Source: an optimization exercise on an open RTL-to-GDS flow (aim: small area and a short achievable clock period). Production flows keep margins and buffers that such runs may drop. Where RTL was checked, it was by simulation tests only, not by an equivalence proof against the original. No activity file was given, so power comes from the tool's default toggle rates.

==> raven <==
// mul32
module mul32 (
    input  logic        clk,
    input  logic        rst,
    input  logic        in_valid,
    input  logic [31:0] a,
    input  logic [31:0] b,
    output logic        out_valid,
    output logic [31:0] hi,
    output logic [31:0] lo
);
export LEC_CHECK = 0
export CAP_MARGIN = 20
export CORE_MARGIN = 2
export CORE_UTILIZATION = 45
export CTS_CLUSTER_DIAMETER = 100
export CTS_CLUSTER_SIZE = 20
export PLACE_DENSITY = 0.6
export SETUP_SLACK_MARGIN = 2.25
export SLEW_MARGIN = 60
create_clock -name core_clock -period 5.0 [get_ports {clk}]
standard.sh (not shown) runs the stock make flow with config.mk's settings and CLKGATE_MAP_FILE= SYNTH_SCRIPT=/design/flow/synth_recipe.tcl, a recipe that flattens the netlist after the stock synthesis.
==> flow/flow/run.sh <==
#!/bin/bash
# Standard ORFS layout, with one netlist pass between synthesis and floorplan:
# invopt.py removes inverters between full-adder cells (a full adder is
# self-dual, so a cell can take complemented inputs and give complemented
# outputs). nleq.py compares the two netlists on random vectors; if they differ,
# the standard netlist is used unchanged.
set -uo pipefail
R=orfs/results/sky130hd/mul32/base
bash standard.sh synth > synth.log 2>&1 || exit 1
cp $R/1_2_yosys.v $R/1_2_yosys_std.v
if python3 flow/invopt.py $R/1_2_yosys_std.v $R/1_2_yosys_opt.v > invopt.log 2>&1 &&
   python3 flow/nleq.py $R/1_2_yosys_std.v $R/1_2_yosys_opt.v > nleq.log 2>&1 &&
   grep -q "mismatches 0 " nleq.log; then
  cp $R/1_2_yosys_opt.v $R/1_2_yosys.v
  rm -f $R/1_synth.odb $R/1_synth.sdc
  bash standard.sh synth > synth2.log 2>&1 || exit 1
else
  echo "invopt not used" >> invopt.log
fi
# port buffers: a plain buf_2 on every input and output port instead of the
# delay buffer buffer_ports picks by default
export BUFFER_PORTS_ARGS="-buffer_cell sky130_fd_sc_hd__buf_2"
bash standard.sh > finish.log 2>&1
Other scripts of this flow, unchanged in this note and not shown: flow/flow/invopt.py, flow/flow/nleq.py
==> tundra: changes against raven <==
--- a/flow/flow/run.sh
+++ b/flow/flow/run.sh
@@ -19,5 +19,2 @@
 fi
-# port buffers: a plain buf_2 on every input and output port instead of the
-# delay buffer buffer_ports picks by default
-export BUFFER_PORTS_ARGS="-buffer_cell sky130_fd_sc_hd__buf_2"
 bash standard.sh > finish.log 2>&1
- CTS_BUF_LIST: not set -> sky130_fd_sc_hd__clkbuf_4 sky130_fd_sc_hd__clkbuf_8
- CTS_CLUSTER_DIAMETER: 100 -> not set
- CTS_CLUSTER_SIZE: 20 -> not set
- SETUP_SLACK_MARGIN: 2.25 -> 2.2
- SLEW_MARGIN: 60 -> 20
==> notes <==
tundra finished with timing, DRC and antenna clean. raven ran to the end with no violations. Between raven and tundra, the lower via count is in raven (gap 1.4%, measured against tundra). In tundra the wire length is higher than in raven, by about 0.64%. Non-clock buffer count: raven is higher than tundra (21). Between raven and tundra, the lower clock skew is in raven (gap 2.0 ps).
No run of this note included a check of the RTL's function; only the layout flow was run.

==> maple <==
mul32, a different RTL version from the one above (not shown whole).
clock: 5.0 ns
lec_check: 0
cap_margin: 20
core_margin: 2
core_utilization: 45
place_density: 0.6
setup_slack_margin: 2.25
slew_margin: 20
==> flow/flow/run.sh <==
#!/bin/bash
# Standard ORFS layout, with one netlist pass between synthesis and floorplan:
# invopt.py removes inverters between full-adder cells (a full adder is
# self-dual, so a cell can take complemented inputs and give complemented
# outputs). nleq.py compares the two netlists on random vectors; if they differ,
# the standard netlist is used unchanged.
set -uo pipefail
R=orfs/results/sky130hd/mul32/base
bash standard.sh synth > synth.log 2>&1 || exit 1
cp $R/1_2_yosys.v $R/1_2_yosys_std.v
if python3 flow/invopt.py $R/1_2_yosys_std.v $R/1_2_yosys_opt.v > invopt.log 2>&1 &&
   python3 flow/nleq.py $R/1_2_yosys_std.v $R/1_2_yosys_opt.v > nleq.log 2>&1 &&
   grep -q "mismatches 0 " nleq.log; then
  cp $R/1_2_yosys_opt.v $R/1_2_yosys.v
  rm -f $R/1_synth.odb $R/1_synth.sdc
  bash standard.sh synth > synth2.log 2>&1 || exit 1
else
  echo "invopt not used" >> invopt.log
fi
# port buffers: a plain buf_2 on every input and output port instead of the
# delay buffer buffer_ports picks by default
export BUFFER_PORTS_ARGS="-buffer_cell sky130_fd_sc_hd__buf_2"
bash standard.sh > finish.log 2>&1
Other scripts of this flow, unchanged in this note and not shown: flow/flow/invopt.py, flow/flow/nleq.py
==> garnet (differences from maple) <==
Settings changed: CORE_UTILIZATION 45 to 60, CTS_CLUSTER_DIAMETER from default to 100, CTS_CLUSTER_SIZE from default to 20, PLACE_DENSITY 0.6 to 0.72, SETUP_SLACK_MARGIN 2.25 to 2.3, SLEW_MARGIN 20 to 60.
==> reports/qor.yml <==
power:
  powerComb_mw: 14.9
  seqPwrFrac: 0.313
  combPwrFrac: 0.495
  switchingPower_mw: 11.6
layout:
  drive_gt1_frac: 0.113
  antenna_cells: 1
  fin_cells: 4218
detailed_routing:
  met1_length_um: 45700
  wl_met3_um: 9390
  wirelength_um: 108000
worst_setup_path:
  max_stage_delay_ns: 0.98
  worst-r2r-setup-slack_ns: 2.23
  cp_slowest_cell: "dfxtp_1"
  worstPathRequired_ns: 5.51
timing:
  hold_ws_ns: 0.325
  slew_headroom: 0.234
grt:
  grt_pass1_vias: 25400
  use_met1: 0.351
placement:
  routabilityCongestion: 0.925
  dp_cells: 4071
outcome:
  status: "no timing/DRC/antenna violations"
# the run above: maple

==> reports/qor.yml <==
outcome:
  status: "no timing/DRC/antenna violations"
layout:
  fin_cells: 3849
  antenna_cells: 3
detailed_routing:
  met1_length_um: 42500
  wirelength_um: 102000
placement:
  dp_cells: 3785
  routabilityCongestion: 0.958
worst_setup_path:
  worstPathRequired_ns: 5.53
  cp_slowest_cell: "dfxtp_2"
timing:
  hold_ws_ns: 0.329
grt:
  grt_pass1_vias: 25200
power:
  seqPwrFrac: 0.338
# the run above: garnet

-- static timing again, ports no longer ideal --
The results above use ideal ports. As a check the final layouts listed here were re-extracted and re-timed, cells and wires unchanged.
Step 1 (the two cells are an assumption about what drives the block):
set clk [get_ports {clk}]
set_driving_cell -lib_cell sky130_fd_sc_hd__clkbuf_16 $clk
set_driving_cell -lib_cell sky130_fd_sc_hd__buf_2 [delete_from_list [all_inputs] $clk]
Step 2 also shifts input and output timing later by t, the mid clock arrival at the registers, as if the neighbouring blocks saw the same clock.
a / b / c = ideal / step 1 / step 2; a / b = the first two.
run | t (ns) | setup slack, ns | cell pins on the clock port's net
raven | 0.668 | 2.219 / 2.219 / 2.219 | 1
tundra | 0.803 | 2.160 / 2.160 / 2.160 | 1
maple | 0.680 | 2.233 / 2.233 / 2.233 | 1
garnet | 0.658 | 2.280 / 2.280 / 2.280 | 1
After both steps every run listed still meets setup and hold.
